This design comes from an exercise in tuning for small area on the open sky130 flow, not from production work.
The RTL was checked by simulation tests, not by an equivalence proof against the original design.
Power figures rest on the tool's default switching activity, not on a simulated workload.

**design/flow/run.sh**
```bash
#!/bin/bash
# synth_recipe.tcl (not shown) runs the flow's synth.tcl, then flattens the netlist and writes it again
# the make line also repeats each setting of config.mk as NAME=value (left out here)
make -C /OpenROAD-flow-scripts/flow DESIGN_CONFIG=/design/flow/config.mk WORK_HOME=/design/flow/orfs CLKGATE_MAP_FILE= SYNTH_SCRIPT=/design/flow/synth_recipe.tcl finish
```
**design/flow/config.mk**
```make
export PLATFORM = sky130hd
export DESIGN_NAME = ucsbece154b_fetch_queue
export DESIGN_NICKNAME = ucsbece154b_fetch_queue
export VERILOG_FILES = /design/flow/design.v
export SDC_FILE = /design/flow/constraint.sdc
export NUM_CORES = 4
export LEC_CHECK = 0
export CAP_MARGIN = 20
export CORE_MARGIN = 2
export CORE_UTILIZATION = 65
export SLEW_MARGIN = 20
export SYNTH_HIERARCHICAL = 1
```
**design/flow/constraint.sdc**
```tcl
create_clock -name core_clock -period 6.0 [get_ports {clk}]
set_input_delay 1.2000 -clock core_clock [delete_from_list [all_inputs] [get_ports {clk}]]
set_output_delay 1.2000 -clock core_clock [all_outputs]
set_load 0.01 [all_outputs]
```
**design/flow/design.v**
```verilog
package ucsbece154b_fetch_queue_pkg;
    localparam int XLEN = 32;
    localparam logic [XLEN-1:0] NOP_INSTR = 32'h00000013;
    typedef struct packed {
        logic [XLEN-1:0] instr;
        logic [XLEN-1:0] pc;
    } fq_entry_t;
    function automatic logic [1:0] retire_request(input logic stall, input logic stall2);
        if (stall) retire_request = 2'd0;
        else if (stall2) retire_request = 2'd1;
        else retire_request = 2'd2;
    endfunction
endpackage
module ucsbece154b_fq_mem #(
    parameter int DEPTH = 8,
    parameter int AW    = $clog2(DEPTH)
) (
    input  logic                  clk,
    input  logic [DEPTH-1:0]      we,
    input  logic [63:0]           wdata_e,
    input  logic [63:0]           wdata_o,
    output logic [DEPTH*64-1:0]   q
);
    logic [63:0] mem [0:DEPTH-1];
    always_ff @(posedge clk) begin
        for (int k = 0; k < DEPTH; k++)
            if (we[k]) mem[k] <= k[0] ? wdata_o : wdata_e;
    end
    always_comb
        for (int k = 0; k < DEPTH; k++)
            q[k*64 +: 64] = mem[k];
endmodule
module ucsbece154b_fq_rd #(
    parameter int DEPTH = 8
) (
    input  logic [DEPTH-1:0]      sel,
    input  logic [DEPTH*64-1:0]   q,
    output logic [63:0]           d
);
    always_comb begin
        d = '0;
        for (int k = 0; k < DEPTH; k++)
            d = d | ({64{sel[k]}} & q[k*64 +: 64]);
    end
endmodule
module ucsbece154b_fetch_queue #(
    parameter int              DEPTH = 8,
    parameter logic [ucsbece154b_fetch_queue_pkg::XLEN-1:0] NOP   = ucsbece154b_fetch_queue_pkg::NOP_INSTR
) (
    input  logic                      clk,
    input  logic                      reset,
    input  logic                      FetchValid_i,
    input  logic                      FetchSingle_i,
    input  logic [ucsbece154b_fetch_queue_pkg::XLEN-1:0]           FetchInstr0_i,
    input  logic [ucsbece154b_fetch_queue_pkg::XLEN-1:0]           FetchInstr1_i,
    input  logic [ucsbece154b_fetch_queue_pkg::XLEN-1:0]           FetchPC_i,
    output logic                      FetchReady_o,
    input  logic                      StallD_i,
    input  logic                      StallD2_i,
    input  logic                      FlushD_i,
    output logic [ucsbece154b_fetch_queue_pkg::XLEN-1:0]           InstrD1_o,
    output logic [ucsbece154b_fetch_queue_pkg::XLEN-1:0]           PCD1_o,
    output logic                      ValidD1_o,
    output logic [ucsbece154b_fetch_queue_pkg::XLEN-1:0]           InstrD2_o,
    output logic [ucsbece154b_fetch_queue_pkg::XLEN-1:0]           PCD2_o,
    output logic                      ValidD2_o,
    output logic [$clog2(DEPTH):0]    Count_o
);
    localparam int AW = $clog2(DEPTH);
    localparam int CW = AW + 1;
    logic [AW-1:0] head, tail, head_p1, tail_p1;
    logic [CW-1:0] count;
    logic          enq, pair;
    logic [1:0]    enq_n, req_n, ret_n;
    logic [DEPTH-1:0] we;
    logic [63:0]   wdata0, wdata1, wdata_e, wdata_o;
    logic [DEPTH*64-1:0] q;
    logic [63:0]   rdata0, rdata1;
    assign head_p1 = head + 1'b1;
    assign tail_p1 = tail + 1'b1;
    assign FetchReady_o = (count <= DEPTH - 2);
    always_comb begin
        enq   = FetchValid_i & FetchReady_o & ~FlushD_i;
        pair  = ~FetchSingle_i;
        enq_n = 2'd0;
        if (enq) enq_n = pair ? 2'd2 : 2'd1;
        req_n = ucsbece154b_fetch_queue_pkg::retire_request(StallD_i, StallD2_i);
        ret_n = (count < {{(CW-2){1'b0}}, req_n}) ? count[1:0] : req_n;
        for (int k = 0; k < DEPTH; k++)
            we[k] = enq & ((tail == k) | (pair & (tail_p1 == k)));
    end
    assign wdata0  = {FetchInstr0_i, FetchPC_i};
    assign wdata1  = {FetchInstr1_i, FetchPC_i[31:2] + 30'd1, FetchPC_i[1:0]};
    assign wdata_e = tail[0] ? wdata1 : wdata0;
    assign wdata_o = tail[0] ? wdata0 : wdata1;
    ucsbece154b_fq_mem #(
        .DEPTH (DEPTH),
        .AW    (AW)
    ) u_mem (
        .clk     (clk),
        .we      (we),
        .wdata_e (wdata_e),
        .wdata_o (wdata_o),
        .q       (q)
    );
    always_ff @(posedge clk or posedge reset) begin
        if (reset) begin
            head  <= '0;
            tail  <= '0;
            count <= '0;
        end else if (FlushD_i) begin
            head  <= '0;
            tail  <= '0;
            count <= '0;
        end else begin
            head  <= head + {{(AW-2){1'b0}}, ret_n};
            tail  <= tail + {{(AW-2){1'b0}}, enq_n};
            count <= count + {{(CW-2){1'b0}}, enq_n} - {{(CW-2){1'b0}}, ret_n};
        end
    end
    assign ValidD1_o = (count != '0);
    assign ValidD2_o = (count >= 2);
    logic [DEPTH-1:0] sel0, sel1;
    always_comb
        for (int k = 0; k < DEPTH; k++) begin
            sel0[k] = ValidD1_o & (head == k);
            sel1[k] = ValidD2_o & (head_p1 == k);
        end
    ucsbece154b_fq_rd #(.DEPTH(DEPTH)) u_rd0 (.sel(sel0), .q(q), .d(rdata0));
    ucsbece154b_fq_rd #(.DEPTH(DEPTH)) u_rd1 (.sel(sel1), .q(q), .d(rdata1));
    assign InstrD1_o = rdata0[63:32] | (ValidD1_o ? '0 : NOP);
    assign PCD1_o    = rdata0[31:0];
    assign InstrD2_o = rdata1[63:32] | (ValidD2_o ? '0 : NOP);
    assign PCD2_o    = rdata1[31:0];
    assign Count_o   = count;
endmodule
```
==> results of run 1 <==
logic make-up (layout without fill, tap and decap cells):
kind of cell,after synthesis,in the layout
AOI/OAI and AO/OA,526,526
DFF,522,522
and+or+nand+nor,280,280
buffers and inverters,149,391
muxes,68,68
xor gates and xnor gates,61,61
adders and majority gates,18,18
layout make-up:
| class | count | area, µm² | share of cell area |
|---|---|---|---|
| tap | 468 | 586 | 0.0209 |
| multi-input combinational | 953 | 7290 | 0.260 |
| sequential | 522 | 15600 | 0.557 |
| inverter | 16 | 60.1 | 0.00214 |
| clock inverter | 30 | 254 | 0.00905 |
| timing repair buffer | 280 | 2890 | 0.103 |
| clock buffer | 65 | 1350 | 0.0481 |
per-layer routing:
layer  track usage  wire [µm]  vias up  share of wire
li1              -          -     7216              -
met1         0.527      26400     8729           0.35
met2         0.597      34400     1663           0.46
met3        0.0888      10800      249           0.15
met4         0.156       2850        0          0.038
met5             0          0        -              0
state kept, by name, indices dropped and copies added, names as in the netlist:
signal	cells
count	4
head	3
tail	3
u_mem.mem	512
final timing paths:
path / startpoint / endpoint / slack [ps] / cells after the start
min: tail[2] / tail[2] / 660 / 2
max in group asynchronous: reset / tail[0] / 4770 / 2
min reg2reg: tail[2] / tail[2] / 660 / 2
max: count[3] / InstrD1_o[7] / 510 / 10
min in group asynchronous: reset / count[3] / 910 / 2
max reg2reg: tail[0] / u_mem.mem[3][36] / 2830 / 6
per-stage QoR:
stage               hold slack (ps)  area, µm²  total power [µW]  setup slack [ps]  cells
floorplan                       589      24100              6930              -573   1624
global placement                637      26400              9330              1230   2238
detailed placement              647      26500              9370              1180   2239
CTS                             660      28100             12400               540   2334
global route                    700      28100             12900               308   2334
finish                          659      28100             12500               508   2334
Yosys cell counts, types with 4 or more instances:
master and number:
a22oi_1 512, edfxtp_1 512, nand4_1 143, buf_6 100, mux2_2 66, xnor2_1 39
nor2_1 36, xor2_1 22, nor3_1 21, nand3_1 19, inv_1 16, buf_4 14
ha_1 14, nand2_1 13, clkbuf_1 12, dfrtp_1 10, nand2b_1 9, nor2b_1 8
a21oi_1 7, buf_2 6, or2_2 5, and3_1 4, fa_1 4
critical path, cell delays in order (launching register included):
cell and delay, ps:
dfrtp_1 400, inv_1 90, ha_1 180, nand2b_1 220
nor2_1 870, nor4_2 110, buf_4 310, buf_4 370
a22oi_1 270, nand4_1 290, clkdlybuf4s50_1 570
power groups by stage:
stage               logic, µW  clock network [µW]  registers (µW)
finish                   5140                3110            4280
global placement         4980                   0            4340
detailed placement       5020                   0            4350
CTS                      5050                3110            4280
floorplan                2590                   0            4330
global route             5360                3260            4290
==> impl_results.md, run 1 <==
- Residual DRC count: 0
- Endpoints failing hold: 0
- Syn-to-layout area delta: 16.3%
- Pleak: slightly below 0.009 µW
- Async S/R FF share, synth: 0.0192
- Kind of end point of the critical path: output pin
- Syn Std Cell Area: between 0.02 and 0.025 mm²
- Share of layout cells above drive strength 1: 0.118
- Die Wd: roughly 200 µm
- Number of CTS-inserted buffers: 52
- Status: timing/DRC/antenna clean
- Die ar.: 0.0387 mm²
- Boundary Pins: around 240
- Post-Synth Adder-Cell Area: 0.0106
- Largest fanout on the critical path: 35
- Least-Margin Pin Slew: about 1100 ps
- Post_cts resized: 0
- Clock Power Share: 0.248
- Core ar.: 0.0366 mm²
- Max-cap violation count: 0
- Most area-consuming cells after synthesis: edfxtp_1 (64%), a22oi_1 (16%), buf_6 (4.7%), nand4_1 (3.7%), mux2_2 (3.1%)
- Crit path launch type: flip-flop
- Post-CTS setup buffer count: 0
- Fmax: around 0.18 GHz
- Gpl congestion: around 0.86
- Worst vdd ir: approximately 0.42 mV
- Sw power: between 4000 and 5000 µW
- PwrDens: between 400 and 500 mW/mm²
- WL/cell: 31.9 µm
- Critical path class: flip-flop to output pin
- Via density: around 7.7
- Synth Area in XOR/XNOR: 0.0221
- Synth warn: 10
- Largest area contributor in the netlist: edfxtp_1
- Syn Nets: ~1.7k
- Final core area utilization: 0.766
- Final Max Slew Viols: 0
- Total GRT Usage: 0.383
- Synthesized flop and latch total: ~520
- Final min period: 5490 ps
- Largest net degree at the start of global routing: 62
- Library cells used by synthesis: between 40 and 50
- Final HPWL from detailed placement: 41200 µm
- Clock Pin Slew Worst Setup and Hold Paths: about 60 ps
- First-pass GRT wire length: 109000 µm
- CTS Root Cell: clkbuf_16
- Switching Share: 0.341
- Post-cts hold buffer count: 0
- Final #Nets: 1946
- Fillers: approximately 2.2k
- Bufs on Longest Clock Path: 3
- H-Tree Depth: 2
- Die height: 197 µm
- Number of synthesized flops with an enable pin: roughly 510
- DR vias: 17.9k
- Clk_skew: between 20 and 30 ps
- Max-Slew Margin vs Limit: 0.291
- Mux cell area share after synthesis: 0.0316
- Synth top area share: 0.637
- Unrepaired setup endpoints after global routing: false
- Synth Flop Type: edfxtp_1
- Syn Inst Count: about 1.6k
- Sum Neg Setup Slack: 0 ps
- CTS Sinks: roughly 520
- Standard-cell rows: 70
- Most frequent cells in the layout: a22oi_1 (512), edfxtp_1 (512), clkdlybuf4s50_1 (237), nand4_1 (143), mux2_2 (66)
- Arr. time, crit path: between 4000 and 5000 ps
- Antenna violations before repair: 0
- Share of power burned in registers: 0.342
- Combinational power share: 0.410
- Main combinational cell family by area after synthesis: compound AO/OA/AOI/OAI gates
- Worst-skew pair later-pin latency: between 600 and 700 ps
- Grt ovf: 0
- Final ANT Viol Nets: 0
- Number of global-route vias before repair: 18.1k
- DRT Pass-1 Iters: 6
- Hold WC Path Type: flip-flop to flip-flop
- Final Setup Violations: 0
- Final WL: 74500 µm
- Syn Area/Cell: 14.9 µm²
- IO buf count: about 240
- Compound-Gate Fraction of Synth Area: 0.163
- Int Power: between 8000 and 9000 µW
- Required time of the worst setup path: between 4000 and 5000 ps
- Initial DRC count: between 2k and 3k
- CTS tree: done
- Crit share post-route: 0.915
- Initial Util: 0.659
- N_diodes: 0
- Seq/Total Area, Yosys: 0.648
- Simple-gate share of the synthesized area: 0.0684
==> run 2, diff against run 1 <==
==> design/flow/flow/run.sh (new file) <==
#!/bin/bash
# Standard ORFS layout, with two changes: ports are buffered with the smallest
# buffer (buf_1) instead of the resizer's default choice, and the clock tree is
# built from clkbuf_8 leaf clusters without dummy loads.
set -euo pipefail
export BUFFER_PORTS_ARGS="-buffer_cell sky130_fd_sc_hd__buf_1"
export CTS_ARGS="-sink_clustering_enable -repair_clock_nets -dont_use_dummy_load -buf_list sky130_fd_sc_hd__clkbuf_8 -sink_clustering_size 16 -sink_clustering_max_diameter 60"
bash standard.sh > standard_make.log 2>&1
==> design/flow/standard.sh (new file) <==
#!/bin/bash
# synth_recipe.tcl (not shown) runs the flow's synth.tcl, then flattens the netlist and writes it again
# the make line also repeats each setting of config.mk as NAME=value (left out here)
make -C /OpenROAD-flow-scripts/flow DESIGN_CONFIG=/design/flow/config.mk WORK_HOME=/design/flow/orfs CLKGATE_MAP_FILE= SYNTH_SCRIPT=/design/flow/synth_recipe.tcl "${@:-finish}"
--- a/design/flow/config.mk
+++ b/design/flow/config.mk
@@ -7,6 +7,6 @@
 export LEC_CHECK = 0
 export CAP_MARGIN = 20
 export CORE_MARGIN = 2
-export CORE_UTILIZATION = 65
+export CORE_UTILIZATION = 70
 export SLEW_MARGIN = 20
 export SYNTH_HIERARCHICAL = 1
removed: design/flow/run.sh
==> run 2 against run 1 <==
Against the previous run: setup slack improved by 270 ps; fmax rose by 5.2%; total power fell by 20%; clock skew rose by 15 ps; via count fell by 0.63%; largest power group is now sequential cells; first-iteration DRC count rose by 4.3%; design area fell by 9.1%; critical endpoint is now PCD1_o[25]; clock power fell by 46%; routed wire length fell by 2.6%; combinational power fell by 22%; non-clock buffer count rose by 15; register-to-register slack got worse by 420 ps.
==> impl_results.md, run 2 <==
- Status: timing/DRC/antenna clean
- Least-Margin Pin Slew: 1200 ps (+143 ps)
- Die ar.: 0.0360 mm² (-7.0%)
- Fmax: 0.191 GHz (+5.2%)
- Syn Inst Count: 1624 (unchanged)
- Commonest cells post-synth: a22oi_1 (512), edfxtp_1 (512), nand4_1 (143)
- Hold WC Path Type: input pin to async pin
- Post-CTS setup buffer count: 0 (unchanged)
- Die Wd: 190 µm (-3.6%)
- Crit-path max cell delay: 990 ps (+120 ps)
- DR vias: 17.7k (-0.63%)
- Synth warn: 10 (unchanged)
- Unrepaired setup endpoints after global routing: false
- Worst vdd ir: 0.391 mV (-7.1%)
- Pleak: 0.00760 µW (-12%)
- CTS Root Cell: clkbuf_8
- Endpoints failing hold: 0 (unchanged)
- Most frequent cells in the layout: a22oi_1 (512), edfxtp_1 (512), buf_1 (237), nand4_1 (143), mux2_2 (66)
- Required time of the worst setup path: 4800 ps (about the same)
- Most area-consuming cells after synthesis: edfxtp_1 (64%), a22oi_1 (16%), buf_6 (4.7%), nand4_1 (3.7%), mux2_2 (3.1%)
- PwrDens: 392 mW/mm² (-12%)
- H-Tree Depth: 2 (unchanged)
- Worst Path Buf+Inv: 4 (unchanged)
- Gpl congestion: 0.919 (+6.4%)
- Crit share post-route: 0.870 (-0.0448)
- Total power: 9990 µW (-20%)
- Delay-heaviest family, CP: simple AND/OR/NAND/NOR gates
- Syn Area/Cell: 14.9 µm² (unchanged)
- Syn Nets: 1745 (unchanged)
- Final ANT Viol Nets: 0 (unchanged)
- Slowest cell on crit path: nor3_2
- Number of synthesized flops with an enable pin: 512 (unchanged)
- DRT Pass-1 Iters: 7 (+1)
- Largest regs: u_mem.mem x512, count x4
- Worst slack at placement: 1610 ps (+428 ps)
- Via density: 7.79 (+1.8%)
- Critical path class: flip-flop to output pin
- Sum Neg Setup Slack: 0 ps (unchanged)
- Number of CTS-inserted buffers: 41 (-21%)
- Standard-cell rows: 67 (-4.3%)
- Antenna violations before repair: 7 (+7)
- Grt ovf: 0 (unchanged)
- Crit path launch type: flip-flop
- Syn Std Cell Area: 0.0241 mm² (unchanged)
- Final std cells w/o fill: 2279 (-2.4%)
- WL/cell: 31.8 µm (-0.29%)
- Initial Util: 0.716 (+0.0569)
- Largest net degree at the start of global routing: 65 (+4.8%)
- CTS tree: done
- Final min period: 5220 ps (-269 ps)
- Largest fanout on the critical path: 16 (-54%)
- Max reg flops: 512 (unchanged)
- Post-cts hold buffer count: 0 (unchanged)
- Boundary Pins: 238 (unchanged)
- Synthesized flop and latch total: 522 (unchanged)
- Total GRT Usage: 0.400 (+0.0170)
- Syn-to-layout area delta: 5.75%
- Die height: 190 µm (-3.6%)
- Initial DRC count: 3052 (+4.3%)
- Kind of end point of the critical path: output pin
- Share of layout cells above drive strength 1: 0.112 (-0.00569)
- Clk_skew: 44.7 ps (+15.1 ps)
- Library cells used by synthesis: 42 (unchanged)
- Core ar.: 0.0337 mm² (-7.9%)
- Synth Flop Type: edfxtp_1
- Post_cts resized: 0 (unchanged)
- Seq/Total Area, Yosys: 0.648 (unchanged)
- First-pass GRT wire length: 106000 µm (-3.1%)
- Async S/R FF share, synth: 0.0192 (unchanged)
- Area after DPL: 0.0249 mm² (-5.8%)
- Largest area contributor in the netlist: edfxtp_1
- Cell breakdown of the critical path: inv_1 -> ha_1 -> nand2b_1 -> nor2_1 -> nor3_2 -> buf_4 -> buf_4 -> a22oi_1 -> nand4_1 -> buf_1
- Max-cap violation count: 0 (unchanged)
- Number of global-route vias before repair: 17.9k (-0.65%)
- Arr. time, crit path: 4020 ps (-270 ps)
- DP Cell Count: 2233 (-0.27%)
- Bufs on Longest Clock Path: 3 (unchanged)
- Clock Pin Slew Worst Setup and Hold Paths: 100 ps (+40 ps)
- Final Setup Violations: 0 (unchanged)
- Residual DRC count: 0 (unchanged)
- CTS Sinks: 522 (unchanged)
- Final #Nets: 1950 (+0.21%)
- Final Max Slew Viols: 0 (unchanged)
- Fin worst setup slack: 777 ps (+269 ps)
- Max-Slew Margin vs Limit: 0.198 (-0.0934)
- Final WL: 72500 µm (-2.6%)
- Top reg by flops: u_mem.mem
- Design Area, Final: 0.0255 mm² (-9.1%)
- Most Frequent Cell on Critical Path: buf_4
- Worst-skew pair later-pin latency: 610 ps (about the same)
- IO buf count: 237 (unchanged)
- Final HPWL from detailed placement: 43700 µm (+6.0%)
- Synth top area share: 0.637 (unchanged)
run 2: cell counts after synthesis:
Identical to the previous run, type by type.
run 2: cell type report:
cell class	instances	area, µm²
clock buffers	41	564
repair buffers	295	1400
fillers	2114	8190
diodes	4	10.0
multi-input cells	953	7290
inverters	16	60.1
well taps	448	561
flip-flops and latches	522	15600
run 2: kinds of logic after synthesis:
family	after synthesis	share of synthesized area
multiplexers	68	0.0316
adder cells (fa/ha/maj)	18	0.0106
XOR/XNOR	61	0.0221
buffers and inverters	149	0.0568
AND/OR/NAND/NOR	280	0.0684
AO/OA/AOI/OAI	526	0.163
flip-flops	522	0.648
run 2: metal layers:
layer,vias up,share of wire,wire (µm),track usage
met4,6,0.045,3290,0.180
met3,304,0.16,11800,0.101
met5,-,0.00062,45,0
li1,7157,-,-,-
met1,8473,0.34,24800,0.560
met2,1805,0.45,32600,0.600
run 2: where the power goes:
group / switching (µW) / total (µW) / internal, µW
logic: 2760 / 4030 / 1270
clock network: 1070 / 1680 / 614
registers: 98.2 / 4280 / 4180
total: 3930 / 9990 / 6060
run 2: worst paths after layout:
kind | depth (start not counted) | start | slack (ps) | endpoint
min in group core_clock | 2 | tail[2] | 660 | tail[2]
max in group asynchronous | 2 | reset | 5100 | tail[0]
hold reg to reg | 2 | tail[2] | 660 | tail[2]
setup reg to reg | 7 | count[3] | 2410 | u_mem.mem[2][45]
hold / removal | 2 | reset | 530 | count[2]
setup / recovery | 10 | count[2] | 780 | PCD1_o[25]
run 2: through the flow:
step                utilization  hold slack (ps)
finish                    0.757              532
global route              0.757              586
CTS                       0.756              543
detailed placement        0.739              654
global placement          0.739              638
floorplan                     -              589
==> run 3, diff against run 2 <==
--- a/design/flow/design.v
+++ b/design/flow/design.v
@@ -37,11 +37,33 @@
     input  logic [DEPTH*64-1:0]   q,
     output logic [63:0]           d
 );
-    always_comb begin
-        d = '0;
-        for (int k = 0; k < DEPTH; k++)
-            d = d | ({64{sel[k]}} & q[k*64 +: 64]);
+    localparam int NG = DEPTH / 3;
+    localparam int NR = DEPTH - 3*NG;
+    for (genvar b = 0; b < 64; b++) begin : g_bit
+        logic [NG-1:0] g;
+        logic [NR:0]   r;
+        for (genvar j = 0; j < NG; j++) begin : g_grp
+            ucsbece154b_fq_aoi #(.N(3)) u_aoi (
+                .s   (sel[3*j +: 3]),
+                .a   ({q[(3*j+2)*64 + b], q[(3*j+1)*64 + b], q[(3*j)*64 + b]}),
+                .y_n (g[j])
+            );
+        end
+        assign r[0] = 1'b0;
+        for (genvar i = 0; i < NR; i++) begin : g_rest
+            assign r[i+1] = r[i] | (sel[3*NG+i] & q[(3*NG+i)*64 + b]);
+        end
+        assign d[b] = ~&g | r[NR];
     end
+endmodule
+module ucsbece154b_fq_aoi #(
+    parameter int N = 3
+) (
+    input  logic [N-1:0] s,
+    input  logic [N-1:0] a,
+    output logic         y_n
+);
+    assign y_n = ~|(s & a);
 endmodule
 module ucsbece154b_fetch_queue #(
     parameter int              DEPTH = 8,
@@ -77,6 +99,7 @@
     logic [DEPTH*64-1:0] q;
     logic [63:0]   rdata0, rdata1;
     assign head_p1 = head + 1'b1;
+    assign tail    = head + count[AW-1:0];
     assign tail_p1 = tail + 1'b1;
     assign FetchReady_o = (count <= DEPTH - 2);
     always_comb begin
@@ -106,15 +129,12 @@
     always_ff @(posedge clk or posedge reset) begin
         if (reset) begin
             head  <= '0;
-            tail  <= '0;
             count <= '0;
         end else if (FlushD_i) begin
             head  <= '0;
-            tail  <= '0;
             count <= '0;
         end else begin
             head  <= head + {{(AW-2){1'b0}}, ret_n};
-            tail  <= tail + {{(AW-2){1'b0}}, enq_n};
             count <= count + {{(CW-2){1'b0}}, enq_n} - {{(CW-2){1'b0}}, ret_n};
         end
     end
==> run 3 against run 2 <==
Against the previous run: global-route usage decreased by 0.42 points; routed wire length fell by 5.8%; still clean; non-clock buffer count decreased by 17; cell count shrank 6.9%.
==> impl_results.md, run 3 <==
- Seq/Total Area, Yosys: 0.679 (+0.0314)
- Clk_skew: 28.5 ps (-16.2 ps)
- Int Power: 7310 µW (+21%)
- Syn Area/Cell: 16.3 µm² (+9.6%)
- Sw power: 4980 µW (+27%)
- Synth top area share: 0.671 (+0.0341)
- Max reg flops: 512 (unchanged)
- Final WL: 68300 µm (-5.8%)
- Core ar.: 0.0324 mm² (-3.9%)
- Largest fanout on the critical path: 50 (+34)
- Required time of the worst setup path: 4800 ps (about the same)
- Commonest cells post-synth: edfxtp_1 (512), a222oi_1 (256), nand3_1 (149)
- Worst Path Buf+Inv: 3 (-1)
- Final HPWL from detailed placement: 38900 µm (-11%)
- Critical path class: flip-flop to output pin
- CTS Sinks: 519 (-0.57%)
- Design Area, Final: 0.0252 mm² (-1.3%)
- Max-cap violation count: 0 (unchanged)
- Crit-path max cell delay: 900 ps (-90 ps)
- Post-cts hold buffer count: 0 (unchanged)
- Worst-skew pair later-pin latency: 570 ps (-40 ps)
- Largest net degree at the start of global routing: 65 (unchanged)
- Clock Pin Slew Worst Setup and Hold Paths: 90 ps (about the same)
- Arr. time, crit path: 4280 ps (+260 ps)
- Pleak: 0.00763 µW (+0.45%)
- Final #Nets: 1796 (-7.9%)
- Syn Inst Count: 1406 (-13%)
- Final Setup Violations: 0 (unchanged)
- Crit path launch type: flip-flop
- CTS tree: done
- Top reg by flops: u_mem.mem
- Area after DPL: 0.0246 mm² (-1.3%)
- Largest regs: u_mem.mem x512, count x4, head x3
- Final min period: 5480 ps (+256 ps)
- Final Max Slew Viols: 0 (unchanged)
- Slowest cell on crit path: nor3_4
- Most area-consuming cells after synthesis: edfxtp_1 (67%), a222oi_1 (11%), nand3_1 (3.3%), mux2_2 (3.2%), a22oi_1 (3.0%)
- Number of CTS-inserted buffers: 39 (-4.9%)
- Final ANT Viol Nets: 0 (unchanged)
- DRT Pass-1 Iters: 10 (+3)
- WL/cell: 32.2 µm (+1.2%)
- Delay-heaviest family, CP: simple AND/OR/NAND/NOR gates
- Share of power burned in registers: 0.423 (-0.005)
- Boundary Pins: 238 (unchanged)
- Endpoints failing hold: 0 (unchanged)
- Hold WC Path Type: input pin to async pin
- Cell breakdown of the critical path: inv_1 -> ha_1 -> nand2b_1 -> o21ai_0 -> nor3_4 -> buf_4 -> a222oi_1 -> nand3_1 -> or2_2 -> buf_1
- Antenna violations before repair: 4 (-3)
- Grt ovf: 0 (unchanged)
- Clock Power Share: 0.131 (-0.038)
- PwrDens: 488 mW/mm² (+25%)
- Max-Slew Margin vs Limit: 0.272 (+0.0741)
- Worst vdd ir: 0.458 mV (+17%)
- Initial DRC count: 4038 (+32%)
- Standard-cell rows: 66 (-1.5%)
- Async S/R FF share, synth: 0.0135 (-0.00567)
- Unrepaired setup endpoints after global routing: false
- Crit share post-route: 0.913 (+0.0426)
- Library cells used by synthesis: 40 (-4.8%)
- Bufs on Longest Clock Path: 3 (unchanged)
- Least-Margin Pin Slew: 1090 ps (-111 ps)
- Setup crit start: count[2]
- Syn Nets: 1527 (-12%)
- Syn Std Cell Area: 0.0229 mm² (-5.1%)
- Switching Share: 0.405 (+0.0121)
- Commonest non-fill, non-tap cell in the layout: edfxtp_1
- Post-CTS setup buffer count: 0 (unchanged)
- Total GRT Usage: 0.395 (-0.00415)
- Synth Flop Type: edfxtp_1
- Number of synthesized flops with an enable pin: 512 (unchanged)
- Via density: 8.04 (+3.2%)
- H-Tree Depth: 2 (unchanged)
- First-pass GRT wire length: 98500 µm (-6.8%)
- Sum Neg Setup Slack: 0 ps (unchanged)
- Count leader, synth: edfxtp_1
- Most frequent cells in the layout: edfxtp_1 (512), a222oi_1 (256), buf_1 (237), nand3_1 (149), a22oi_1 (90)
- Residual DRC count: 0 (unchanged)
- IO buf count: 237 (unchanged)
- Initial Util: 0.707 (-0.00846)
- Die Wd: 185 µm (-2.5%)
- Die height: 185 µm (-2.5%)
- DR vias: 17.0k (-3.9%)
- Gpl congestion: 0.853 (-7.2%)
- Share of layout cells above drive strength 1: 0.134 (+0.0217)
- R2r startpoint: head[0]
- Synth warn: 9 (-1)
- Synthesized flop and latch total: 519 (-0.57%)
- Largest area contributor in the netlist: edfxtp_1
- Die ar.: 0.0342 mm² (-5.0%)
- Status: timing/DRC/antenna clean
- Combinational power share: 0.445 (+0.042)
- Fillers: 1923 (-9.0%)
- Kind of end point of the critical path: output pin
- Number of global-route vias before repair: 16.7k (-7.1%)
- Post_cts resized: 0 (unchanged)
- Syn-to-layout area delta: 9.94%
- Fmax: 0.183 GHz (-4.7%)
- CTS Root Cell: clkbuf_8
## run 3: changes by cell type after synthesis, sizes merged, moves of 5 or more
cell / before / now
a222oi: 0 / 256
a22oi: 512 / 130
buf: 120 / 43
clkbuf: 13 / 7
inv: 16 / 11
nand2: 13 / 26
nand3: 19 / 149
nand4: 147 / 15
nor2: 36 / 30
nor3: 22 / 14
xnor2: 39 / 48
xor2: 22 / 14
## run 3: kinds of logic (layout without fill, tap and decap cells)
kind of cell / after synthesis / in the layout / share of synthesized area
AOI/OAI and AO/OA: 398 / 398 / 0.166
adders and majority gates: 18 / 18 / 0.0111
DFF: 519 / 519 / 0.679
xor gates and xnor gates: 62 / 62 / 0.0237
other: 0 / 6 / 0
and+or+nand+nor: 280 / 280 / 0.0665
muxes: 68 / 68 / 0.0333
buffers and inverters: 61 / 328 / 0.0201
## run 3: area by class of cell
type                       count  area (µm²)  share of cell area
clock buffer                  39         537              0.0213
antenna                        6        15.0            0.000596
sequential                   519       15500               0.618
timing repair buffer         278        1360              0.0538
inverter                      11        41.3             0.00164
tap                          442         553              0.0220
multi-input combinational    826        7120               0.283
## run 3: final timing paths
kind	slack [ps]	cells past startpoint	to
max	520	10	InstrD1_o[0]
min	550	2	count[2]
max reg2reg	1830	6	u_mem.mem[0][31]
min reg2reg	830	4	count[3]
max in group asynchronous	5200	2	head[0]
min in group core_clock	830	4	count[3]
## run 3: power groups by stage
stage,clock (µW),sequential (µW),combinational [µW]
after CTS,1610,5190,5320
after global routing,1730,5250,5740
after global placement,0,5230,5220
final,1620,5200,5470
after floorplan,0,5230,3200
after detailed placement,0,5270,5300
## run 3: routing by layer
metal  wire (µm)  up-vias  global-route usage
li1            -     6864                   -
met1       23200     8212               0.555
met2       31500     1747               0.616
met3       11400      223              0.0865
met4        2230        2               0.151
met5          13        -                   0
## run 3: per-stage QoR
| step | setup WS [ps] | util | cells | hold WS (ps) | power (µW) |
|---|---|---|---|---|---|
| after global routing | 432 | 0.777 | 2116 | 563 | 12700 |
| after floorplan | 313 | - | 1406 | 691 | 8430 |
| after global placement | 1420 | 0.760 | 2075 | 799 | 10500 |
| after CTS | 645 | 0.776 | 2114 | 531 | 12100 |
| after detailed placement | 1240 | 0.760 | 2075 | 817 | 10600 |
| final | 521 | 0.778 | 2121 | 549 | 12300 |
==> run 4, diff against run 3 <==
==> design/flow/flow/run.sh (replaced) <==
#!/bin/bash
# Standard ORFS layout (standard.sh), with three changes:
#  - ports are buffered with the smallest buffer (buf_1) instead of the
#    resizer's default choice;
#  - the clock tree is built from clkbuf_8 leaf clusters without dummy loads;
#  - after floorplanning, single-load combinational cells are set to drive
#    strength 1 (flow/downsize.tcl); repair steps later size up where needed.
# The make output goes to standard_make.log; ORFS keeps each tool's log under
# orfs/logs/.
set -euo pipefail
export BUFFER_PORTS_ARGS="-buffer_cell sky130_fd_sc_hd__buf_1"
export CTS_ARGS="-sink_clustering_enable -repair_clock_nets -dont_use_dummy_load -buf_list sky130_fd_sc_hd__clkbuf_8 -sink_clustering_size 16 -sink_clustering_max_diameter 60"
export POST_FLOORPLAN_TCL="$(pwd)/flow/downsize.tcl"
bash standard.sh > standard_make.log 2>&1
==> design/flow/flow/downsize.tcl (new file) <==
# Runs after floorplanning (POST_FLOORPLAN_TCL): a combinational cell that
# synthesis gave a drive strength above 1 but that drives a single input pin
# is swapped for its drive-1 variant. Later repair steps size up again where
# slew, capacitance or timing call for it.
set n 0
foreach inst [get_cells *] {
  set master [get_property $inst ref_name]
  if {![regexp {^(sky130_fd_sc_hd__(a|o|nand|nor|and|or|xor|xnor|mux|inv)[0-9a-z]*)_([0-9]+)$} $master -> base kind drive]} { continue }
  if {$drive <= 1} { continue }
  set small [get_lib_cells -quiet */${base}_1]
  if {$small == ""} { continue }
  set outs [get_pins -quiet -of_objects $inst -filter "direction == output"]
  if {[llength $outs] != 1} { continue }
  set net [get_nets -quiet -of_objects $outs]
  if {$net == ""} { continue }
  set loads [get_pins -quiet -of_objects $net -filter "direction == input"]
  set ports [get_ports -quiet -of_objects $net]
  if {[llength $loads] != 1 || [llength $ports] != 0} { continue }
  replace_cell $inst $small
  incr n
}
puts "downsize.tcl: $n cells set to drive strength 1"
==> run 4 against run 3 <==
Against the previous run: clock skew grew 17 ps; combinational power is essentially flat; worst hold slack lost 5.5 ps; largest cell class unchanged; synthesized cell count is the same; setup slack improved by 220 ps; design area shrank 0.84%; register-to-register slack better by 70 ps; still clean; fmax rose by 4.2%; cell count barely moved.
==> impl_results.md, run 4 <==
- Most frequent cells in the layout: edfxtp_1 (512), a222oi_1 (256), buf_1 (237), nand3_1 (149), a22oi_1 (130)
- Fillers: 1993 (+3.6%)
- Gpl congestion: 0.844 (-1.0%)
- Clock Pin Slew Worst Setup and Hold Paths: 90 ps (about the same)
- H-Tree Depth: 2 (unchanged)
- Kind of end point of the critical path: output pin
- Final ANT Viol Nets: 0 (unchanged)
- Status: timing/DRC/antenna clean
- Final HPWL from detailed placement: 37600 µm (-3.3%)
- Standard-cell rows: 66 (unchanged)
- PwrDens: 492 mW/mm² (+0.68%)
- Cell breakdown of the critical path: inv_1 -> ha_1 -> nand2b_1 -> nor2_1 -> buf_4 -> nor4_4 -> buf_4 -> a222oi_1 -> nand3_1 -> buf_1
- Synth Area in XOR/XNOR: 0.0237 (unchanged)
- Least-Margin Pin Slew: 1180 ps (+93.4 ps)
- Synthesized flop and latch total: 519 (unchanged)
- Total GRT Usage: 0.387 (-0.00826)
- Die height: 185 µm (unchanged)
- Library cells used by synthesis: 40 (unchanged)
- Endpoints failing hold: 0 (unchanged)
- Synth warn: 9 (unchanged)
- Pleak: 0.00762 µW (-0.20%)
- Crit-path max cell delay: 890 ps (about the same)
- DRT Pass-1 Iters: 14 (+4)
- Reg2Reg Depth: 8 (+2)
- Commonest cells post-synth: edfxtp_1 (512), a222oi_1 (256), nand3_1 (149)
- Syn Nets: 1527 (unchanged)
- Count leader, synth: edfxtp_1
- Via density: 8.01 (-0.30%)
- Antenna violations before repair: 3 (-1)
- Synth top area share: 0.671 (unchanged)
- R2r startpoint: head[0]
- Number of CTS-inserted buffers: 39 (unchanged)
- Max reg flops: 512 (unchanged)
- Boundary Pins: 238 (unchanged)
- R2R setup slack: 1900 ps (+70 ps)
- Compound-Gate Fraction of Synth Area: 0.166 (unchanged)
- Fmax: 0.190 GHz (+4.2%)
- Final #Nets: 1798 (+0.11%)
- Synth Flop Type: edfxtp_1
- Unrepaired setup endpoints after global routing: false
- Syn Area/Cell: 16.3 µm² (unchanged)
- Arr. time, crit path: 4060 ps (-220 ps)
- CTS Sinks: 519 (unchanged)
- Die ar.: 0.0342 mm² (unchanged)
- Post-CTS setup buffer count: 0 (unchanged)
- Async S/R FF share, synth: 0.0135 (unchanged)
- Residual DRC count: 0 (unchanged)
- Final min period: 5260 ps (-220 ps)
- Syn-to-layout area delta: 9.01%
- End of the worst register-to-register path: u_mem.mem[4][13]
- Commonest non-fill, non-tap cell in the layout: edfxtp_1
- CTS tree: done
- Worst-skew pair later-pin latency: 600 ps (+30 ps)
- Syn Std Cell Area: 0.0229 mm² (unchanged)
- Share of layout cells above drive strength 1: 0.110 (-0.0234)
- Syn Inst Count: 1406 (unchanged)
- Number of global-route vias before repair: 16.6k (-0.34%)
- First-pass GRT wire length: 97500 µm (-1.1%)
- Clk_skew: 45.7 ps (+17.2 ps)
- Largest net degree at the start of global routing: 54 (-17%)
- Die Wd: 185 µm (unchanged)
- Post-cts hold buffer count: 0 (unchanged)
- Post-Synth Adder-Cell Area: 0.0111 (unchanged)
- Initial DRC count: 3773 (-6.6%)
- Initial Util: 0.707 (unchanged)
- Hold WC Path Type: input pin to async pin
- Required time of the worst setup path: 4800 ps (about the same)
- DR vias: 17.0k (-0.35%)
- Simple-gate share of the synthesized area: 0.0665 (unchanged)
- Final Max Slew Viols: 0 (unchanged)
- Most Frequent Cell on Critical Path: buf_4
- Top reg by flops: u_mem.mem
- Crit share post-route: 0.876 (-0.0367)
- Worst Path Buf+Inv: 4 (+1)
- Largest regs: u_mem.mem x512, count x4, head x3
- Hold Slack: 544 ps (-5.48 ps)
- Number of synthesized flops with an enable pin: 512 (unchanged)
- WL/cell: 31.9 µm (-1.1%)
- Seq/Total Area, Yosys: 0.679 (unchanged)
- Max-Slew Margin vs Limit: 0.205 (-0.0665)
- Most area-consuming cells after synthesis: edfxtp_1 (67%), a222oi_1 (11%), nand3_1 (3.3%), mux2_2 (3.2%), a22oi_1 (3.0%)
- Crit path launch type: flip-flop
- Largest area contributor in the netlist: edfxtp_1
- Delay-heaviest family, CP: simple AND/OR/NAND/NOR gates
- Critical path class: flip-flop to output pin
- Main combinational cell family by area after synthesis: compound AO/OA/AOI/OAI gates
- Final WL: 67600 µm (-1.1%)
- Bufs on Longest Clock Path: 3 (unchanged)
- CTS Root Cell: clkbuf_8
- Final Setup Violations: 0 (unchanged)
- Worst vdd ir: 0.428 mV (-6.5%)
- Post_cts resized: 0 (unchanged)
- Sum Neg Setup Slack: 0 ps (unchanged)
- IO buf count: 237 (unchanged)
- Grt ovf: 0 (unchanged)
- Max-cap violation count: 0 (unchanged)
- Slowest cell on crit path: nor4_4
- Largest fanout on the critical path: 20 (-60%)
- Core ar.: 0.0324 mm² (unchanged)
- Mux cell area share after synthesis: 0.0333 (unchanged)
==> run 4: cell count changes in the layout (fill, tap and decap cells not counted) <==
cell,delta
a22oi_2,-40
or2_1,+1
buf_4,+3
a22oi_1,+40
diode_2,-3
or2_2,-1
buf_16,-1
==> run 4: cells by family after synthesis <==
| group | Yosys count |
|---|---|
| flip-flops | 519 |
| adder cells (fa/ha/maj) | 18 |
| buffers and inverters | 61 |
| multiplexers | 68 |
| AO/OA/AOI/OAI | 398 |
| AND/OR/NAND/NOR | 280 |
| XOR/XNOR | 62 |
==> run 4: layer usage <==
| metal | vias up | routed length (µm) | share of wire | track usage |
|---|---|---|---|---|
| met3 | 175 | 11200 | 0.17 | 0.0946 |
| met4 | 0 | 1690 | 0.025 | 0.130 |
| met1 | 8240 | 23300 | 0.34 | 0.542 |
| li1 | 6841 | - | - | - |
| met2 | 1733 | 31400 | 0.47 | 0.605 |
| met5 | - | 0 | 0 | 0 |
==> run 4: layout make-up <==
type	count	area [µm²]	share of cell area
clock buffers	39	537	0.0215
well taps	442	553	0.0222
inverters	11	41.3	0.00165
flip-flops and latches	519	15500	0.623
repair buffers	280	1350	0.0541
multi-input cells	826	6920	0.277
diodes	3	7.51	0.000301
==> run 4: worst max path at each step <==
stage / depth (start not counted) / slack (ps) / from / end
floorplan: 9 / 310 / count[2] / InstrD1_o[0]
global placement: 9 / 1540 / head[1] / PCD2_o[16]
detailed placement: 9 / 1490 / head[0] / PCD2_o[13]
CTS: 9 / 900 / head[0] / PCD2_o[13]
global route: 9 / 630 / head[1] / PCD2_o[29]
finish: 10 / 740 / count[2] / PCD1_o[8]
==> run 4: per-stage QoR <==
stage | power [µW] | worst slack, ps | util | area [µm²] | cells
floorplan | 8430 | 313 | - | 22900 | 1406
global placement | 10400 | 1540 | 0.754 | 24400 | 2078
detailed placement | 10500 | 1490 | 0.754 | 24400 | 2078
CTS | 12100 | 899 | 0.771 | 25000 | 2117
global route | 12700 | 628 | 0.771 | 25000 | 2118
finish | 12300 | 742 | 0.771 | 25000 | 2120
==> run 4: power breakdown <==
group / internal [µW] / switching (µW) / leakage [µW]
sequential: 4910 / 279 / 0.00472
clock: 586 / 1040 / 0.000280
combinational: 1820 / 3640 / 0.00262
==> run 5, diff against run 4 <==
--- a/design/flow/design.v
+++ b/design/flow/design.v
@@ -22,13 +22,36 @@
     output logic [DEPTH*64-1:0]   q
 );
     logic [63:0] mem [0:DEPTH-1];
+    logic [63:0] nxt [0:DEPTH-1];
+    for (genvar k = 0; k < DEPTH; k++) begin : g_slot
+        logic hold;
+        assign hold = ~we[k];
+        for (genvar b = 0; b < 64; b++) begin : g_bit
+            ucsbece154b_fq_sel2 u_sel (
+                .s    (mem[k][b]),
+                .hold (hold),
+                .d    (k[0] ? wdata_o[b] : wdata_e[b]),
+                .we   (we[k]),
+                .y    (nxt[k][b])
+            );
+        end
+    end
     always_ff @(posedge clk) begin
         for (int k = 0; k < DEPTH; k++)
-            if (we[k]) mem[k] <= k[0] ? wdata_o : wdata_e;
+            mem[k] <= nxt[k];
     end
     always_comb
         for (int k = 0; k < DEPTH; k++)
             q[k*64 +: 64] = mem[k];
+endmodule
+module ucsbece154b_fq_sel2 (
+    input  logic s,
+    input  logic hold,
+    input  logic d,
+    input  logic we,
+    output logic y
+);
+    assign y = (s & hold) | (d & we);
 endmodule
 module ucsbece154b_fq_rd #(
     parameter int DEPTH = 8
--- a/design/flow/config.mk
+++ b/design/flow/config.mk
@@ -7,6 +7,6 @@
 export LEC_CHECK = 0
 export CAP_MARGIN = 20
 export CORE_MARGIN = 2
-export CORE_UTILIZATION = 70
+export CORE_UTILIZATION = 60
 export SLEW_MARGIN = 20
 export SYNTH_HIERARCHICAL = 1
==> run 5 against run 4 <==
Against the previous run: design area decreased by 2.3%; global-route usage grew 3.9 points; clock power rose by 9.9%; total power grew 27%; critical path depth down 1; worst hold slack lost 93 ps; critical endpoint is now PCD2_o[26]; highest routed layer unchanged.
==> impl_results.md, run 5 <==
- Status: timing/DRC/antenna clean
- Post-cts hold buffer count: 0 (unchanged)
- Unrepaired setup endpoints after global routing: false
- Share of power burned in registers: 0.408 (-0.015)
- Final WL: 86300 µm (+28%)
- Clock Power Share: 0.114 (-0.018)
- Largest regs: u_mem.mem x512, count x4, head x3
- Initial DRC count: 4160 (+10%)
- Commonest cells post-synth: a22o_1 (512), dfxtp_1 (512), a222oi_1 (256)
- Number of synthesized flops with an enable pin: 0 (-100%)
- Switching Share: 0.435 (+0.0306)
- Clock Pin Slew Worst Setup and Hold Paths: 90 ps (about the same)
- Combinational power share: 0.477 (+0.032)
- Max-cap violation count: 0 (unchanged)
- WL/cell: 32.1 µm (+0.86%)
- Int Power: 8810 µW (+20%)
- Async S/R FF share, synth: 0.0135 (unchanged)
- IO buf count: 237 (unchanged)
- Hold WC Path Type: input pin to async pin
- Final HPWL from detailed placement: 47100 µm (+25%)
- H-Tree Depth: 2 (unchanged)
- Post_cts resized: 0 (unchanged)
- Least-Margin Pin Slew: 1130 ps (-57.5 ps)
- Largest fanout on the critical path: 26 (+30%)
- Number of CTS-inserted buffers: 42 (+7.7%)
- Design Area, Final: 0.0244 mm² (-2.3%)
- Post-CTS setup buffer count: 0 (unchanged)
- Sum Neg Setup Slack: 0 ps (unchanged)
- Total GRT Usage: 0.427 (+0.0393)
- Die ar.: 0.0388 mm² (+13%)
- CTS Root Cell: clkbuf_8
- Syn Std Cell Area: 0.0223 mm² (-2.5%)
- Residual DRC count: 0 (unchanged)
- DP Cell Count: 2643 (+27%)
- Kind of end point of the critical path: output pin
- Final Max Slew Viols: 0 (unchanged)
- Gpl congestion: 0.885 (+4.9%)
- Worst vdd ir: 0.674 mV (+57%)
- Clk_skew: 52.4 ps (+6.71 ps)
- Synth warn: 11 (+2)
- Syn-to-layout area delta: 9.23%
- Via density: 8.11 (+1.3%)
- Endpoints failing hold: 0 (unchanged)
- Synthesized flop and latch total: 519 (unchanged)
- Top reg by flops: u_mem.mem
- Syn Area/Cell: 11.5 µm² (-29%)
- Crit share post-route: 0.885 (+0.00897)
- PwrDens: 639 mW/mm² (+30%)
- CTS Sinks: 519 (unchanged)
- Fmax: 0.188 GHz (-1.0%)
- Required time of the worst setup path: 4800 ps (about the same)
- Fillers: 2968 (+49%)
- Sw power: 6770 µW (+37%)
- Arr. time, crit path: 4110 ps (+50 ps)
- Crit path launch type: flip-flop
- Library cells used by synthesis: 41 (+2.5%)
- Die Wd: 197 µm (+6.5%)
- Seq/Total Area, Yosys: 0.467 (-0.212)
- Synth top area share: 0.459 (-0.212)
- Area after DPL: 0.0238 mm² (-2.5%)
- CTS tree: done
- Final std cells w/o fill: 2685 (+27%)
- Pleak: 0.00895 µW (+17%)
- DRT Pass-1 Iters: 14 (unchanged)
- Standard-cell rows: 70 (+6.1%)
- Boundary Pins: 238 (unchanged)
- Syn Inst Count: 1944 (+38%)
- Final min period: 5310 ps (+53.8 ps)
- Largest area contributor in the netlist: dfxtp_1
- Final ANT Viol Nets: 0 (unchanged)
- Initial Util: 0.610 (-0.0974)
- Largest net degree at the start of global routing: 65 (+20%)
- Grt ovf: 0 (unchanged)
- Share of layout cells above drive strength 1: 0.0889 (-0.0216)
- Critical path class: flip-flop to output pin
- First-pass GRT wire length: 127000 µm (+30%)
- Final #Nets: 2340 (+30%)
- Bufs on Longest Clock Path: 3 (unchanged)
- Final Setup Violations: 0 (unchanged)
- Core ar.: 0.0366 mm² (+13%)
- Syn Nets: 2065 (+35%)
- Antenna violations before repair: 0 (-3)
- Final core area utilization: 0.666 (-0.105)
- Synth Flop Type: dfxtp_1
- Worst-skew pair later-pin latency: 670 ps (+70 ps)
- N_diodes: 0 (-3)
- Most area-consuming cells after synthesis: dfxtp_1 (46%), a22o_1 (20%), a222oi_1 (11%), nand3_1 (3.4%), mux2_2 (3.3%)
- Max-Slew Margin vs Limit: 0.250 (+0.0442)
- Number of global-route vias before repair: 21.4k (+29%)
- DR vias: 21.8k (+28%)
- Die height: 197 µm (+6.5%)
- Most frequent cells in the layout: a22o_1 (512), dfxtp_1 (512), a222oi_1 (256), buf_1 (237), nand3_1 (153)
- Max reg flops: 512 (unchanged)
-- run 5: power groups by stage --
stage          Sequential [µW]  Combinational (µW)  Clock [µW]
2_1_floorplan             6050                4870           0
3_3_place_gp              6280                7010           0
3_5_place_dp              6350                7180           0
4_1_cts                   6290                7200        1770
5_1_grt                   6520                7780        1890
6_report                  6360                7440        1780
-- run 5: per-module statistics from Yosys, one instance, submodules excluded, a selection --
module,cells inside,times used,area (µm²),flops+latches
ucsbece154b_fq_sel2,1,512,8.76,0
ucsbece154b_fetch_queue,372,1,2890,7
-- run 5: per-layer routing --
metal	track usage	vias to the layer above	routed length (µm)
li1	-	9005	-
met1	0.553	10500	31800
met2	0.662	1911	38200
met3	0.105	372	12000
met4	0.219	0	4250
met5	0	-	0
-- run 5: worst max-delay path, cell delays in order (launching register included) --
cell	delay, ps
dfrtp_1	580
nand2_1	290
inv_1	100
ha_1	300
nand2_1	230
nor2_4	830
buf_4	520
a222oi_1	160
nand3_1	240
buf_1	180
-- run 5: cell families after synthesis --
logic type                 count (synthesis)  share of synthesized area
AOI/OAI and AO/OA                        910                      0.371
xor gates and xnor gates                  62                     0.0243
adders and majority gates                 18                     0.0114
buffers and inverters                     73                     0.0234
DFF                                      519                      0.467
muxes                                     68                     0.0342
and+or+nand+nor                          294                     0.0687
-- run 5: path summary, 6_finish.rpt --
check / cells after the start / from / slack (ps) / to
hold / removal: 2 / reset / 450 / head[1]
setup reg to reg: 11 / head[0] / 1680 / u_mem.mem[3][16]
min in group core_clock: 1 / u_mem.mem[1][51] / 520 / u_mem.mem[1][51]
setup / recovery: 9 / head[1] / 690 / PCD2_o[26]
max in group asynchronous: 2 / reset / 5280 / count[2]
hold reg to reg: 1 / u_mem.mem[1][51] / 520 / u_mem.mem[1][51]
-- run 5: per-stage QoR --
stage	setup WS, ps	total power [µW]	hold WS [ps]
after floorplan	108	10900	475
after global placement	1600	13300	486
after detailed placement	1510	13500	493
after CTS	822	15300	430
after global routing	567	16200	470
final	688	15600	451
-- run 5: final cells by class --
cell class | count | area (µm²) | share of cell area
Tap cell | 468 | 586 | 0.0240
Inverter | 22 | 83.8 | 0.00344
Clock buffer | 42 | 578 | 0.0237
Sequential cell | 519 | 10400 | 0.427
Timing Repair Buffer | 282 | 1300 | 0.0534
Multi-Input combinational cell | 1352 | 11400 | 0.468
==> run 6, diff against run 5 <==
--- a/design/flow/design.v
+++ b/design/flow/design.v
@@ -87,6 +87,22 @@
     output logic         y_n
 );
     assign y_n = ~|(s & a);
+endmodule
+module ucsbece154b_fq_wr (
+    input  logic        odd,
+    input  logic [31:0] instr0,
+    input  logic [31:0] instr1,
+    input  logic [31:0] pc,
+    output logic [63:0] wdata_e,
+    output logic [63:0] wdata_o
+);
+    logic [29:0] c;
+    assign c[0] = 1'b1;
+    for (genvar i = 1; i < 30; i++) begin : g_c
+        assign c[i] = c[i-1] & pc[i+1];
+    end
+    assign wdata_e = {odd ? instr1 : instr0, pc[31:2] ^ (c & {30{odd}}),  pc[1:0]};
+    assign wdata_o = {odd ? instr0 : instr1, pc[31:2] ^ (c & {30{~odd}}), pc[1:0]};
 endmodule
 module ucsbece154b_fetch_queue #(
     parameter int              DEPTH = 8,
@@ -118,7 +134,7 @@
     logic          enq, pair;
     logic [1:0]    enq_n, req_n, ret_n;
     logic [DEPTH-1:0] we;
-    logic [63:0]   wdata0, wdata1, wdata_e, wdata_o;
+    logic [63:0]   wdata_e, wdata_o;
     logic [DEPTH*64-1:0] q;
     logic [63:0]   rdata0, rdata1;
     assign head_p1 = head + 1'b1;
@@ -132,13 +148,24 @@
         if (enq) enq_n = pair ? 2'd2 : 2'd1;
         req_n = ucsbece154b_fetch_queue_pkg::retire_request(StallD_i, StallD2_i);
         ret_n = (count < {{(CW-2){1'b0}}, req_n}) ? count[1:0] : req_n;
+    end
+    logic [DEPTH-1:0] head_oh, tail_oh;
+    always_comb
+        for (int k = 0; k < DEPTH; k++) begin
+            head_oh[k] = (head == k);
+            tail_oh[k] = (tail == k);
+        end
+    always_comb
         for (int k = 0; k < DEPTH; k++)
-            we[k] = enq & ((tail == k) | (pair & (tail_p1 == k)));
-    end
-    assign wdata0  = {FetchInstr0_i, FetchPC_i};
-    assign wdata1  = {FetchInstr1_i, FetchPC_i[31:2] + 30'd1, FetchPC_i[1:0]};
-    assign wdata_e = tail[0] ? wdata1 : wdata0;
-    assign wdata_o = tail[0] ? wdata0 : wdata1;
+            we[k] = enq & (tail_oh[k] | (pair & tail_oh[(k+DEPTH-1)%DEPTH]));
+    ucsbece154b_fq_wr u_wr (
+        .odd     (tail[0]),
+        .instr0  (FetchInstr0_i),
+        .instr1  (FetchInstr1_i),
+        .pc      (FetchPC_i),
+        .wdata_e (wdata_e),
+        .wdata_o (wdata_o)
+    );
     ucsbece154b_fq_mem #(
         .DEPTH (DEPTH),
         .AW    (AW)
@@ -166,8 +193,8 @@
     logic [DEPTH-1:0] sel0, sel1;
     always_comb
         for (int k = 0; k < DEPTH; k++) begin
-            sel0[k] = ValidD1_o & (head == k);
-            sel1[k] = ValidD2_o & (head_p1 == k);
+            sel0[k] = ValidD1_o & head_oh[k];
+            sel1[k] = ValidD2_o & head_oh[(k+DEPTH-1)%DEPTH];
         end
     ucsbece154b_fq_rd #(.DEPTH(DEPTH)) u_rd0 (.sel(sel0), .q(q), .d(rdata0));
     ucsbece154b_fq_rd #(.DEPTH(DEPTH)) u_rd1 (.sel(sel1), .q(q), .d(rdata1));
--- a/design/flow/config.mk
+++ b/design/flow/config.mk
@@ -7,6 +7,6 @@
 export LEC_CHECK = 0
 export CAP_MARGIN = 20
 export CORE_MARGIN = 2
-export CORE_UTILIZATION = 60
+export CORE_UTILIZATION = 50
 export SLEW_MARGIN = 20
 export SYNTH_HIERARCHICAL = 1
==> run 6 against run 5 <==
Against the previous run: design area up 0.22%; critical path depth unchanged; fmax up 2.7%; sequential power about the same; non-clock buffer count up 1; clock power about the same; via count down 1.5%; combinational power down 2%; sequential cell count unchanged; cell count up 3.1%; critical path type unchanged; critical endpoint is now InstrD1_o[29].
==> impl_results.md, run 6 <==
- CTS Root Cell: clkbuf_8
- Max-cap violation count: 0 (unchanged)
- Int Power: 8770 µW (-0.51%)
- Library cells used by synthesis: 51 (+24%)
- Syn Nets: 2024 (-2.0%)
- Crit share post-route: 0.862 (-0.0235)
- Post-Synth Adder-Cell Area: 0.00978 (-0.00165)
- Clock Pin Slew Worst Setup and Hold Paths: 50 ps (-40 ps)
- Post_cts resized: 0 (unchanged)
- Arr. time, crit path: 3970 ps (-140 ps)
- Residual DRC count: 0 (unchanged)
- WL/cell: 33.3 µm (+3.8%)
- Largest net degree at the start of global routing: 65 (unchanged)
- Total GRT Usage: 0.380 (-0.0469)
- First-pass GRT wire length: 134000 µm (+5.6%)
- Design Area, Final: 0.0244 mm² (+0.22%)
- Most frequent cells in the layout: a22o_1 (512), dfxtp_1 (512), a222oi_1 (256), buf_1 (237), nand3_1 (155)
- Sum Neg Setup Slack: 0 ps (unchanged)
- DR vias: 21.5k (-1.5%)
- Die ar.: 0.0462 mm² (+19%)
- Grt ovf: 0 (unchanged)
- Final Max Slew Viols: 0 (unchanged)
- Number of CTS-inserted buffers: 42 (unchanged)
- Least-Margin Pin Slew: 1220 ps (+90.4 ps)
- Max reg flops: 512 (unchanged)
- Final Setup Violations: 0 (unchanged)
- Via density: 7.76 (-4.4%)
- IO buf count: 237 (unchanged)
- Bufs on Longest Clock Path: 3 (unchanged)
- Sw power: 6660 µW (-1.6%)
- Antenna violations before repair: 0 (unchanged)
- Boundary Pins: 238 (unchanged)
- N_diodes: 0 (unchanged)
- Share of power burned in registers: 0.410 (+0.002)
- Compound-Gate Fraction of Synth Area: 0.373 (+0.00139)
- DRT Pass-1 Iters: 13 (-1)
- Synth top area share: 0.461 (+0.00165)
- Worst vdd ir: 0.400 mV (-41%)
- CTS Sinks: 519 (unchanged)
- Clock Power Share: 0.116 (+0.002)
- Syn-to-layout area delta: 9.86%
- Crit path launch type: flip-flop
- Initial DRC count: 4660 (+12%)
- Simple-gate share of the synthesized area: 0.0639 (-0.00476)
- Final min period: 5170 ps (-141 ps)
- Top reg by flops: u_mem.mem
- Final #Nets: 2296 (-1.9%)
- Standard-cell rows: 77 (+10%)
- Combinational power share: 0.474 (-0.003)
- Die Wd: 215 µm (+9.2%)
- Synth Flop Type: dfxtp_1
- Post-cts hold buffer count: 0 (unchanged)
- Post-CTS setup buffer count: 0 (unchanged)
- Seq/Total Area, Yosys: 0.469 (+0.00168)
- Largest fanout on the critical path: 55 (+110%)
- Main combinational cell family by area after synthesis: compound AO/OA/AOI/OAI gates
- PwrDens: 631 mW/mm² (-1.2%)
- Required time of the worst setup path: 4800 ps (about the same)
- Final WL: 92300 µm (+7.0%)
- Unrepaired setup endpoints after global routing: false
- Hold WC Path Type: input pin to async pin
- Gpl congestion: 0.826 (-6.7%)
- Max-Slew Margin vs Limit: 0.189 (-0.0603)
- Fmax: 0.193 GHz (+2.7%)
- CTS tree: done
- Commonest cells post-synth: a22o_1 (512), dfxtp_1 (512), a222oi_1 (256)
- Final ANT Viol Nets: 0 (unchanged)
- Syn Inst Count: 1906 (-2.0%)
- Initial Util: 0.505 (-0.105)
- Final HPWL from detailed placement: 49300 µm (+4.6%)
- Clk_skew: 89.9 ps (+37.5 ps)
- Critical path class: flip-flop to output pin
- Synth warn: 11 (unchanged)
- Die height: 215 µm (+9.2%)
- Syn Std Cell Area: 0.0223 mm² (-0.36%)
- Syn Area/Cell: 11.7 µm² (+1.6%)
- Status: timing/DRC/antenna clean
- H-Tree Depth: 2 (unchanged)
- Area after DPL: 0.0239 mm² (+0.22%)
- Async S/R FF share, synth: 0.0135 (unchanged)
- Kind of end point of the critical path: output pin
- Switching Share: 0.432 (-0.00279)
- Most area-consuming cells after synthesis: dfxtp_1 (46%), a22o_1 (20%), a222oi_1 (12%), nand3_1 (3.4%), mux2_2 (3.3%)
- Number of synthesized flops with an enable pin: 0 (unchanged)
- Worst-skew pair later-pin latency: 680 ps (about the same)
- Core ar.: 0.0440 mm² (+20%)
- Synth Area in XOR/XNOR: 0.0247 (+0.000369)
- Pleak: 0.00893 µW (-0.18%)
- Endpoints failing hold: 0 (unchanged)
- Mux cell area share after synthesis: 0.0338 (-0.000383)
- Synthesized flop and latch total: 519 (unchanged)
- Number of global-route vias before repair: 20.8k (-2.6%)
- Largest regs: u_mem.mem x512, count x4, head x3
- Share of layout cells above drive strength 1: 0.0919 (+0.00305)
- Largest area contributor in the netlist: dfxtp_1
[run 6: changes by cell type in the layout (fill, tap and decap cells not counted), moves of 5 or more]
| cell | previous run | this run |
|---|---|---|
| nor2_1 | 29 | 7 |
| buf_12 | 6 | 13 |
| buf_4 | 39 | 33 |
| xor2_1 | 13 | 8 |
| nand4_1 | 22 | 14 |
[run 6: modules after synthesis, one instance, submodules excluded, a selection]
module | area (µm²) | times used | flops+latches | cells inside
ucsbece154b_fq_sel2 | 8.76 | 512 | 0 | 1
ucsbece154b_fetch_queue | 910 | 1 | 7 | 109
ucsbece154b_fq_wr | 1900 | 1 | 0 | 225
[run 6: routing by layer]
| layer | up-vias | GRT usage | part of all wire |
|---|---|---|---|
| li1 | 8846 | - | - |
| met1 | 10600 | 0.512 | 0.39 |
| met2 | 1728 | 0.589 | 0.44 |
| met3 | 294 | 0.0854 | 0.12 |
| met4 | 0 | 0.154 | 0.039 |
| met5 | - | 0 | 0 |
[run 6: worst max-delay path, cell delays in order, from the launching register on]
cell and delay, ps:
dfrtp_1 410, inv_1 90, ha_1 250, nand2b_2 160, o21ai_1 260, nor3_4 590, buf_4 930, a222oi_1 210
nand3_1 260, buf_1 180
[run 6: cells by family (layout without fill, tap and decap cells)]
family | count (synthesis) | after routing
AO/OA/AOI/OAI | 906 | 906
XOR/XNOR | 61 | 61
adder cells (fa/ha/maj) | 15 | 15
buffers and inverters | 78 | 348
flip-flops | 519 | 519
multiplexers | 67 | 67
AND/OR/NAND/NOR | 260 | 260
[run 6: layout make-up]
cell class	instances	area [µm²]
inverters	23	87.6
repair buffers	283	1400
fillers	3917	19600
clock buffers	42	578
multi-input cells	1309	11200
well taps	592	741
flip-flops and latches	519	10400
[run 6: through the flow]
stage	power, µW	util	worst slack (ps)	cells	hold WS, ps
2_1_floorplan	10700	-	257	1906	475
3_3_place_gp	13200	0.542	1590	2725	486
3_5_place_dp	13400	0.542	1510	2726	494
4_1_cts	15200	0.555	855	2768	478
5_1_grt	16000	0.555	706	2768	507
6_report	15400	0.555	829	2768	500
[run 6: path summary, 6_finish.rpt]
check,from,endpoint,slack [ps],cells after the start
worst max-delay path,count[2],InstrD1_o[29],830,9
worst min-delay path,reset,count[1],500,2
worst max register to register,head[0],u_mem.mem[0][26],1300,8
worst min register to register,u_mem.mem[4][16],u_mem.mem[4][16],520,1
max in group asynchronous,reset,head[0],5280,2
min in group core_clock,u_mem.mem[4][16],u_mem.mem[4][16],520,1
[run 6: power by group through the flow]
stage          Clock, µW  Combinational [µW]  Sequential [µW]
4_1_cts             1800                7110             6250
3_5_place_dp           0                7090             6310
3_3_place_gp           0                6970             6250
2_1_floorplan          0                4650             6030
6_report            1790                7310             6330
5_1_grt             1920                7610             6490

port drivers added, routing unchanged:
In the flow no input, the clock included, has a driving cell. The finished layouts below were timed again as built, in two steps.
Step 1 assumes that a clkbuf_16 drives the clock port and a buf_2 every other input.
Step 2 moves the port delays by t, midway between the first and last clock arrival at a register: inputs arrive t later, outputs are due t later. That takes back most of the time a late clock gives input paths.
Three values: ideal, step 1, step 2; two values: the first two.
run	t, ns	setup WS [ns]	worst slew at a driven data input, ns	cell pins on the clock port's net
run 1	0.648	0.508 / 0.450 / 1.098	0.09	1
run 2	0.644	0.777 / 0.724 / 1.368	0.10	1
run 3	0.607	0.521 / 0.470 / 1.077	0.08	1
run 4	0.615	0.742 / 0.689 / 1.304	0.10	1
run 5	0.692	0.688 / 0.635 / 1.327	0.10	1
run 6	0.692	0.829 / 0.773 / 1.296	0.10	1
After both steps every run listed still meets setup and hold.
